This design comes from an exercise in tuning for small area and a short achievable clock period on the open sky130 flow, not from production work.
At most, simulation tests tie the RTL to the original design; equivalence was not proved.

== amber ==
// fir3_top
module fir3_top #(
  parameter int W  = 32,
  parameter int XW = 16
) (
  input  logic          CLK,
  input  logic          rst,
  input  logic [XW-1:0] h0,
  input  logic [XW-1:0] h1,
  input  logic [XW-1:0] h2,
  input  logic [XW-1:0] x,
  output logic [W-1:0]  y
);
Settings: LEC_CHECK=0, ABC_AREA=1, CAP_MARGIN=20, CELL_PAD_IN_SITES_DETAIL_PLACEMENT=1, CELL_PAD_IN_SITES_GLOBAL_PLACEMENT=1, CORE_MARGIN=2, CORE_UTILIZATION=40, SLEW_MARGIN=20; clock period 10.0 ns.
standard.sh (not shown) runs the stock make flow with config.mk's settings and CLKGATE_MAP_FILE= SYNTH_SCRIPT=/design/flow/synth_recipe.tcl, a recipe that flattens the netlist after the stock synthesis.
==> flow/flow/run.sh <==
#!/bin/bash
set -euo pipefail
here=$(pwd)
F=$here/flow
sed "s#^hierarchy -check -top \$::env(DESIGN_NAME)\$#&\ntechmap -map $F/leafmap.v#" \
  "$FLOW_HOME/scripts/synth.tcl" > "$here/synth_leaf.tcl"
grep -q "^techmap -map $F/leafmap.v" "$here/synth_leaf.tcl"
sed "s#source \$::env(SCRIPTS_DIR)/synth.tcl#source $here/synth_leaf.tcl#" \
  "$here/synth_recipe.tcl" > "$here/synth_own.tcl"
grep -q "source $here/synth_leaf.tcl" "$here/synth_own.tcl"
bash standard.sh \
  SYNTH_SCRIPT="$here/synth_own.tcl" \
  DONT_BUFFER_PORTS=1 \
  PRE_GLOBAL_PLACE_TCL="$F/ports.tcl" \
  finish > "$here/standard_finish.log" 2>&1
Other scripts of this flow, unchanged in this note and not shown: flow/flow/leafmap.v, flow/flow/ports.tcl
amber: no failed stages, no open violations at the end
[inputs] raven vs amber
--- a/flow/config.mk
+++ b/flow/config.mk
@@ -8,7 +8,6 @@
 export ABC_AREA = 1
 export CAP_MARGIN = 20
-export CELL_PAD_IN_SITES_DETAIL_PLACEMENT = 1
-export CELL_PAD_IN_SITES_GLOBAL_PLACEMENT = 1
 export CORE_MARGIN = 2
 export CORE_UTILIZATION = 40
+export CTS_BUF_LIST = sky130_fd_sc_hd__clkbuf_4 sky130_fd_sc_hd__clkbuf_8
 export SLEW_MARGIN = 20
Compared with amber, raven shows a detail-routed via count per cell that is about 1.1% lower.
Against amber, number of vias in the routed layout in raven fell slightly.
The fraction of standard cell area that is sequential on raven is in line with that on amber.
Looking at amber and raven, the final setup skew is a wash.
Register-to-register slack on raven is ahead of amber.
amber -> raven: detailed-routing wirelength on met1 decreased by more than 10%
The inputs of juniper differ from those of raven as listed below.
--- a/flow/config.mk
+++ b/flow/config.mk
@@ -10,4 +10,3 @@
 export CORE_MARGIN = 2
 export CORE_UTILIZATION = 40
-export CTS_BUF_LIST = sky130_fd_sc_hd__clkbuf_4 sky130_fd_sc_hd__clkbuf_8
 export SLEW_MARGIN = 20
==> summary.txt <==
- Measured against each other, juniper and raven differ in layout overhead on the synthesized area, the higher figure coming from juniper.
- The hold violation total from the final report was comparable across juniper and raven.
- Between juniper and raven, the number of buffers outside the clock class in the layout does not differ in any meaningful way.
- As far as overall track demand over capacity in global routing is concerned, juniper and raven perform about the same.
- juniper — minimum period implied by the final worst setup slack 0.13 ns higher, raven as reference
No functional check of the RTL was part of any run of this note.

* * *

fir3_top, a different RTL version from the one above (not shown whole).
Size: ~1900 cells after synthesis, ~98 I/O pins.
Settings: LEC_CHECK=0, ABC_AREA=1, CAP_MARGIN=20, CORE_MARGIN=2, CORE_UTILIZATION=40, SLEW_MARGIN=20; clock period 10.0 ns.
run.sh (not shown) runs the stock make flow with config.mk's settings and CLKGATE_MAP_FILE= SYNTH_SCRIPT=/design/flow/synth_recipe.tcl, a recipe that flattens the netlist after the stock synthesis.
Stock flow here: none of the scripts above is used.
The baseline ran to the end with no violations.
==> next run, changes <==
--- a/flow/config.mk
+++ b/flow/config.mk
@@ -9,4 +9,5 @@
 export CAP_MARGIN = 20
 export CORE_MARGIN = 2
-export CORE_UTILIZATION = 40
+export CORE_UTILIZATION = 65
+export PLACE_DENSITY = 0.75
 export SLEW_MARGIN = 20
What happened:
- via count rises by a few percent
- critical path depth does not change
- first-iteration DRC count increases by well over a third
- clock skew rises by 0.0070 ns
==> next run, changes <==
--- a/flow/config.mk
+++ b/flow/config.mk
@@ -9,5 +9,5 @@
 export CAP_MARGIN = 20
 export CORE_MARGIN = 2
-export CORE_UTILIZATION = 65
-export PLACE_DENSITY = 0.75
+export CORE_UTILIZATION = 40
+export SETUP_SLACK_MARGIN = 3
 export SLEW_MARGIN = 20
Effect: Non-clock buffer count goes up by 171. Area after synthesis does not change.

* * *

Another version of the RTL of fir3_top (not shown whole).
Size: about 98 I/O pins, about 18000 µm² of cells after synthesis.
==> flow/config.mk <==
export PLATFORM = sky130hd
export DESIGN_NAME = fir3_top
export DESIGN_NICKNAME = fir3_top
export VERILOG_FILES = /design/flow/design.v
export SDC_FILE = /design/flow/constraint.sdc
export NUM_CORES = 4
export LEC_CHECK = 0
export ABC_AREA = 1
export CAP_MARGIN = 20
export CORE_MARGIN = 2
export CORE_UTILIZATION = 40
export CTS_BUF_LIST = sky130_fd_sc_hd__clkbuf_4 sky130_fd_sc_hd__clkbuf_8
export SLEW_MARGIN = 20
==> flow/constraint.sdc <==
create_clock -name core_clock -period 10.0 [get_ports {CLK}]
set_input_delay 2.0000 -clock core_clock [delete_from_list [all_inputs] [get_ports {CLK}]]
set_output_delay 2.0000 -clock core_clock [all_outputs]
set_load 0.01 [all_outputs]
standard.sh (not shown) runs the stock make flow with config.mk's settings and CLKGATE_MAP_FILE= SYNTH_SCRIPT=/design/flow/synth_recipe.tcl, a recipe that flattens the netlist after the stock synthesis.
Scripts as last shown in full above: flow/flow/run.sh
Other scripts of this flow, unchanged in this note and not shown: flow/flow/leafmap.v, flow/flow/ports.tcl
Next try:
--- a/flow/config.mk
+++ b/flow/config.mk
@@ -11 +11 @@
-export CORE_UTILIZATION = 40
+export CORE_UTILIZATION = 55
@@ -12,0 +13 @@
+export PLACE_DENSITY = 0.65
The changed run ran to the end with no violations.
Global-route usage goes up by 8.3 points.
Fmax goes down by 1.0%.
Core utilization goes up by 17 points.
Critical path depth stays the same.

## what the ideal ports hide
No port has a modelled driver above. Below, the same layouts with a new extraction and two added sets of constraints.
Step 1: set_driving_cell puts a clkbuf_16 on CLK and a buf_2 on each other input, an assumption about the parent block.
Step 2 also shifts input and output timing later by t, the mid clock arrival at the registers, as if the neighbouring blocks saw the same clock.
Three values: ideal ports, drivers, drivers and shift; two values: the first two.
run	t (ns)	slack for setup (ns)	slew at the worst register clock pin (ns)
amber	0.459	2.470 / 2.499 / 2.041	0.10 / 0.10
raven	0.504	2.491 / 2.521 / 2.018	0.12 / 0.12
juniper	0.449	2.356 / 2.384 / 1.936	0.08 / 0.08
the first run of note 2	0.452	1.172 / 1.198 / 0.746	0.09 / 0.09
the second run of note 2	0.457	1.276 / 1.312 / 0.855	0.10 / 0.10
the third run of note 2	0.456	2.410 / 2.417 / 1.961	0.08 / 0.08
the first run of note 3	0.491	2.775 / 2.775 / 2.318	0.11 / 0.11
the second run of note 3	0.484	2.699 / 2.699 / 2.372	0.11 / 0.11
After both steps every run listed still meets setup and hold. For raven, which loses most, drivers alone change the setup slack by +0.030 ns; drivers and shift together by -0.473 ns.
